Context: an optimization exercise on an open-source flow, tuned for small area, a short achievable clock period and few clock cycles per item. The choices shown serve that exercise and are no tape-out recipe.
At most, simulation tests tie the RTL to the original design; equivalence was not proved.
No driver is modelled on the clock port, so clock power and skew are understated where the tree is cut down; a real chip needs a root buffer or a tree.
Power and IR drop assume default switching activity.

## iot_filter_top
module iot_filter_top
(
    input  logic         clk,
    input  logic         rst,
    input  logic         in_en,
    input  logic [7:0]   iot_in,
    input  logic [2:0]   fn_sel,
    output logic         busy,
    output logic         valid,
    output logic [127:0] iot_out
);
==> flow/config.mk <==
export PLATFORM = sky130hd
export DESIGN_NAME = iot_filter_top
export DESIGN_NICKNAME = iot_filter_top
export VERILOG_FILES = /design/flow/design.v
export SDC_FILE = /design/flow/constraint.sdc
export NUM_CORES = 4
export LEC_CHECK = 0
export CAP_MARGIN = 20
export CORE_MARGIN = 2
export CORE_UTILIZATION = 40
export CTS_CLUSTER_DIAMETER = 100
export CTS_CLUSTER_SIZE = 30
export SETUP_SLACK_MARGIN = 4
export SLEW_MARGIN = 20
==> flow/constraint.sdc <==
create_clock -name core_clock -period 7.0 [get_ports {clk}]
set_input_delay 1.4000 -clock core_clock [delete_from_list [all_inputs] [get_ports {clk}]]
set_output_delay 1.4000 -clock core_clock [all_outputs]
set_load 0.01 [all_outputs]
standard.sh (not shown) runs the stock make flow with config.mk's settings and CLKGATE_MAP_FILE= SYNTH_SCRIPT=/design/flow/synth_recipe.tcl, a recipe that flattens the netlist after the stock synthesis.
==> flow/flow/run.sh <==
#!/bin/bash
# Standard ORFS layout, with the port buffers made from plain buffers
# (sky130_fd_sc_hd__buf_1, resized by timing repair) instead of the slow
# delay cells buffer_ports picks by default.
set -euo pipefail
bash standard.sh "BUFFER_PORTS_ARGS=-buffer_cell sky130_fd_sc_hd__buf_1" finish > standard_flow.log 2>&1
Change:
==> flow/run.sh (new file) <==
#!/bin/bash
# synth_recipe.tcl (not shown) runs the flow's synth.tcl, then flattens the netlist and writes it again
# the make line also repeats each setting of config.mk as NAME=value (left out here)
make -C /OpenROAD-flow-scripts/flow DESIGN_CONFIG=/design/flow/config.mk WORK_HOME=/design/flow/orfs CLKGATE_MAP_FILE= SYNTH_SCRIPT=/design/flow/synth_recipe.tcl finish
- CTS_CLUSTER_DIAMETER: 100 -> not set
- CTS_CLUSTER_SIZE: 30 -> not set
removed: flow/flow/run.sh
removed: flow/standard.sh
Result: Setup slack is worse by 0.11 ns; routed wire length is higher by 4.9%; maximum frequency came out lower by 3.6%; final area grows by 14%; register-to-register slack gets better by 0.02 ns; flip-flop and latch count is unchanged; combinational power goes up by 38%; total power came out higher by 22%; via count grows by 3.6%; area after synthesis is unchanged.
Change:
==> flow/flow/run.sh (new file) <==
#!/bin/bash
# Standard ORFS layout, with the port buffers made from plain buffers
# (sky130_fd_sc_hd__buf_1, resized by timing repair) instead of the slow
# delay cells buffer_ports picks by default.
set -euo pipefail
bash standard.sh "BUFFER_PORTS_ARGS=-buffer_cell sky130_fd_sc_hd__buf_1" finish > standard_flow.log 2>&1
==> flow/standard.sh (new file) <==
#!/bin/bash
# synth_recipe.tcl (not shown) runs the flow's synth.tcl, then flattens the netlist and writes it again
# the make line also repeats each setting of config.mk as NAME=value (left out here)
make -C /OpenROAD-flow-scripts/flow DESIGN_CONFIG=/design/flow/config.mk WORK_HOME=/design/flow/orfs CLKGATE_MAP_FILE= SYNTH_SCRIPT=/design/flow/synth_recipe.tcl "${@:-finish}"
- CTS_CLUSTER_DIAMETER: not set -> 100
- CTS_CLUSTER_SIZE: not set -> 30
- SETUP_SLACK_MARGIN: 4 -> 5
removed: flow/run.sh
Wire length goes up by 22%.
Via count goes up by 14%.
Setup slack improves by 0.19 ns.
Core utilization goes up by 5.5 points.
Sequential power stays flat.
Maximum frequency goes up by 7.0%.
Final area goes up by 10%.
Die area does not change.
Change:
- CTS_CLUSTER_DIAMETER: 100 -> not set
- CTS_CLUSTER_SIZE: 30 -> not set
- SETUP_SLACK_MARGIN: 5 -> 4
Critical path depth rises by 1. Worst setup slack got worse by 0.083 ns. Power falls by 15%. Core utilization falls by 9.3 points. Sequential cell count is unchanged.
No run of this note included a check of the RTL's function; only the layout flow was run.


The RTL this note starts from:
==> flow/design.v <==
`timescale 1ns/1ps
`default_nettype none
package iot_data_pkg;
    typedef logic [8-1:0] iot_byte_t;
    typedef logic [128-1:0] iot_word_t;
    typedef logic [3-1:0] crc_t;
    typedef logic [$clog2(16)-1:0] byte_idx_t;
    typedef logic [$clog2(8)-1:0] word_cnt_t;
endpackage
`default_nettype wire
`timescale 1ns/1ps
`default_nettype none
package iot_ctrl_pkg;
    typedef enum logic [2:0] {
        FN_ENCRYPT  = 3'd1,
        FN_DECRYPT  = 3'd2,
        FN_CRC      = 3'd3,
        FN_TOP2MAX  = 3'd4,
        FN_LAST2MIN = 3'd5
    } fn_sel_t;
    typedef enum logic [1:0] {REL_EQUAL, REL_BIGGER, REL_SMALLER} relation_t;
    typedef enum logic [1:0] {OUT_IDLE, OUT_FIRST, OUT_SECOND} out_state_t;
endpackage
`default_nettype wire
`timescale 1ns/1ps
`default_nettype none
module iot_filter_top
(
    input  logic         clk,
    input  logic         rst,
    input  logic         in_en,
    input  logic [7:0]   iot_in,
    input  logic [2:0]   fn_sel,
    output logic         busy,
    output logic         valid,
    output logic [127:0] iot_out
);
    logic is_crc, is_top, is_rank;
    always_ff @(posedge clk) begin
        is_crc  <= (fn_sel == 3'd3);
        is_top  <= (fn_sel == 3'd4);
        is_rank <= (fn_sel == 3'd4) || (fn_sel == 3'd5);
    end
    logic       in_v;
    logic [7:0] cur;
    always_ff @(posedge clk) cur <= iot_in;
    logic [3:0]   bi;              
    logic [3:0]   rc;              
    logic [2:0]   wc;              
    function automatic logic [3:0] step4(logic [3:0] x);
        step4 = {x[2:0], x[3] ^ x[0] ^ (x[2:0] == 3'd0)};
    endfunction
    function automatic logic [2:0] step3(logic [2:0] x);
        step3 = {x[1:0], x[2] ^ x[0] ^ (x[1:0] == 2'd0)};
    endfunction
    localparam logic [3:0] LAST4 = 4'b1000;
    localparam logic [2:0] WC1   = 3'b001;
    localparam logic [2:0] WC7   = 3'b100;
    logic         mv;              
    logic         kA, wA, kB, wB;
    logic [127:0] r0, r1;
    wire [7:0] tA = r0[127:120];
    wire [7:0] tB = r1[127:120];
    wire first_byte = (bi == 4'd0);
    wire last_byte  = (bi == LAST4);
    logic rot;
    logic eqA, gtA, eqB, gtB;
    wire [7:0] nA = rot ? r0[119:112] : r0[127:120];
    wire [7:0] nB = rot ? r1[119:112] : r1[127:120];
    always_ff @(posedge clk) begin
        eqA <= (iot_in == nA);
        gtA <= is_top ? (iot_in > nA) : (iot_in < nA);
        eqB <= (iot_in == nB);
        gtB <= is_top ? (iot_in > nB) : (iot_in < nB);
    end
    wire dA_n  = kA || !eqA;
    wire wA_n  = kA ? wA : gtA;
    wire dB_n  = kB || !eqB;
    wire wB_n  = kB ? wB : gtB;
    wire winA  = dA_n && wA_n;
    wire winB  = dB_n && wB_n;
    wire loseB = dB_n && !wB_n;
    wire rank_w = in_v && (wc != 3'd0);
    wire w1     = in_v && (wc == WC1);
    wire wn     = rank_w && (wc != WC1);
    wire s0_cur = (w1 && winB) || (wn && winA);
    wire s0_b   = (w1 && !winB) || (!rank_w && mv);
    wire s0_a   = !s0_cur && !s0_b;
    wire s1_cur = (in_v && !rank_w) || (w1 && !winB) || (wn && !winA && !loseB);
    wire s1_a   = wn && winA;
    wire s1_b   = !s1_cur && !s1_a;
    wire [7:0] b0 = ({8{s0_cur}} & cur) | ({8{s0_a}} & tA) | ({8{s0_b}} & tB);
    wire [7:0] b1 = ({8{s1_cur}} & cur) | ({8{s1_a}} & tA) | ({8{s1_b}} & tB);
    function automatic logic [2:0] crc_fold(logic [2:0] seed, logic [7:0] data);
        logic [2:0] c;
        logic       fb;
        c = seed;
        for (int i = 7; i >= 0; i--) begin
            fb = c[2] ^ data[i];
            c  = {c[1:0], 1'b0} ^ (fb ? 3'b011 : 3'b000);
        end
        crc_fold = c;
    endfunction
    logic [2:0] crc;
    wire  [2:0] crc_n = crc_fold(first_byte ? 3'd0 : crc, cur);
    always_ff @(posedge clk) begin
        if (in_v) crc <= crc_n;
    end
    always_ff @(posedge clk) begin
        if (in_v) begin
            kA <= dA_n && !last_byte;
            wA <= wA_n;
            kB <= dB_n && !last_byte;
            wB <= wB_n;
        end
    end
    always_ff @(posedge clk) begin
        if (rot) begin
            r0[127:8]  <= r0[119:0];
            r0[7:0]    <= is_crc ? {5'd0, crc_n & {3{last_byte}}} : b0;
            r1         <= {r1[119:0], b1};
        end
    end
    wire       end_word = in_v && last_byte;
    wire [3:0] bi_n  = in_v ? step4(bi) : bi;
    wire [3:0] rc_n  = rot ? step4(rc) : rc;
    wire       mv_n  = (end_word && is_rank && wc == WC7) || (mv && !(rc == LAST4));
    wire       in_v_n = in_en && !busy;
    wire       busy_n = !in_v_n && (mv_n || rc_n != bi_n) && (step4(rc_n) != bi_n);
    wire       rot_n  = in_v_n || mv_n || (rc_n != bi_n);
    always_ff @(posedge clk or posedge rst) begin
        if (rst) begin
            in_v  <= 1'b0;
            bi    <= 4'd0;
            rc    <= 4'd0;
            wc    <= 3'd0;
            mv    <= 1'b0;
            busy  <= 1'b0;
            rot   <= 1'b0;
            valid <= 1'b0;
        end else begin
            in_v <= in_v_n;
            bi   <= bi_n;
            rc   <= rc_n;
            mv   <= mv_n;
            busy <= busy_n;
            rot  <= rot_n;
            if (end_word) wc <= step3(wc);
            valid <= (end_word && (is_crc || (is_rank && wc == WC7)))
                     || (mv && rc == LAST4);
        end
    end
    assign iot_out = r0;
endmodule
`default_nettype wire
clock: 7.0 ns
lec_check: 0
cap_margin: 20
core_margin: 2
core_utilization: 80
setup_slack_margin: 4.45
slew_margin: 20
==> flow/flow/run.sh <==
#!/bin/bash
# Standard ORFS layout with two changes:
#  - the port buffers are plain buffers (sky130_fd_sc_hd__buf_1, resized by
#    timing repair) instead of the slow delay cells buffer_ports picks;
#  - after clock tree synthesis, the H-tree's middle level is removed, so the
#    root buffer drives every leaf buffer directly (all registers still see
#    the same two buffers on their clock path).
set -euo pipefail
ARGS=("BUFFER_PORTS_ARGS=-buffer_cell sky130_fd_sc_hd__buf_1"
      "CTS_ARGS=-sink_clustering_enable -repair_clock_nets -sink_clustering_size 30 -sink_clustering_max_diameter 100 -dont_use_dummy_load -balance_levels")
bash standard.sh "${ARGS[@]}" cts > standard_cts.log 2>&1
RES=orfs/results/sky130hd/iot_filter_top/base
cp $RES/4_cts.odb $RES/4_cts_htree.odb
FLOW_ODB=$RES/4_cts.odb openroad -no_init -exit flow/flatten_clock.tcl > flatten_clock.log 2>&1
bash standard.sh "${ARGS[@]}" finish > standard_finish.log 2>&1
==> flow/flow/flatten_clock.tcl <==
# Bypass every clock buffer that the root clock buffer drives and that itself
# drives clock buffers: its loads move onto the root buffer's net.
read_db $::env(FLOW_ODB)
set block [ord::get_db_block]
proc drv_inst {net} {
  foreach it [$net getITerms] { if {[$it isOutputSignal]} { return [$it getInst] } }
  return ""
}
proc out_net {inst} {
  foreach it [$inst getITerms] { if {[$it isOutputSignal]} { return [$it getNet] } }
  return ""
}
proc is_clkbuf {inst} { return [string match "*clkbuf*" [[$inst getMaster] getName]] }
set clk [$block findNet clk]
set root ""
foreach it [$clk getITerms] { if {[$it isInputSignal] && [is_clkbuf [$it getInst]]} { set root [$it getInst] } }
if {$root eq ""} { puts "no root clock buffer"; exit 1 }
set rnet [out_net $root]
puts "root [$root getName] net [$rnet getName]"
set changed 1
while {$changed} {
  set changed 0
  foreach it [$rnet getITerms] {
    if {![$it isInputSignal]} continue
    set b [$it getInst]
    if {![is_clkbuf $b]} continue
    set bnet [out_net $b]
    set drives_buf 0
    foreach l [$bnet getITerms] { if {[$l isInputSignal] && [is_clkbuf [$l getInst]]} { set drives_buf 1 } }
    if {!$drives_buf} continue
    puts "bypass [$b getName]"
    foreach l [$bnet getITerms] {
      if {[$l isInputSignal]} { $l disconnect; $l connect $rnet }
    }
    odb::dbInst_destroy $b
    odb::dbNet_destroy $bnet
    set changed 1
    break
  }
}
set n 0
foreach it [$rnet getITerms] { if {[$it isInputSignal]} { incr n } }
puts "root drives $n loads"
write_db $::env(FLOW_ODB)
The first run died in global routing (5_1_grt) on DPL-0033.
Testbench counts at the start, summed over its fixed seeds: cycles 36,192, items 2,157.
Then changed:
- CORE_UTILIZATION: 80 -> 40
What happened:
- The changed run produced a clean layout
- synthesized area is unchanged
- synthesized cell count does not change

## what the ideal ports hide
No port has a modelled driver above. Below, the same layouts with a new extraction and two added sets of constraints. Step 1: set_driving_cell puts a clkbuf_16 on clk and a buf_2 on each other input, an assumption about the parent block. Step 2 moves the port delays by t, midway between the first and last clock arrival at a register: inputs arrive t later, outputs are due t later. That takes back most of the time a late clock gives input paths. Three values: ideal ports, drivers, drivers and shift; two values: the first two.
run | shift t [ns] | setup WS [ns] | hold slack, ns | worst data-port slew with drivers (ns)
the first run of note 1 | 0.533 | 4.156 / 4.156 / 4.156 | 0.422 / 0.422 / 0.422 | 0.06
the second run of note 1 | 0.571 | 4.050 / 4.006 / 4.181 | 0.416 / 0.416 / 0.416 | 0.07
the third run of note 1 | 0.526 | 4.244 / 4.244 / 4.244 | 0.421 / 0.421 / 0.421 | 0.06
the fourth run of note 1 | 0.587 | 4.161 / 4.161 / 4.161 | 0.414 / 0.414 / 0.414 | 0.07
the second run of note 2 | 0.458 | 4.511 / 4.469 / 4.260 | 0.423 / 0.423 / 0.423 | 0.06
After both steps setup and hold are still met in every run listed. For the second run of note 2, which loses most, drivers alone change the setup slack by -0.042 ns; drivers and shift together by -0.251 ns.
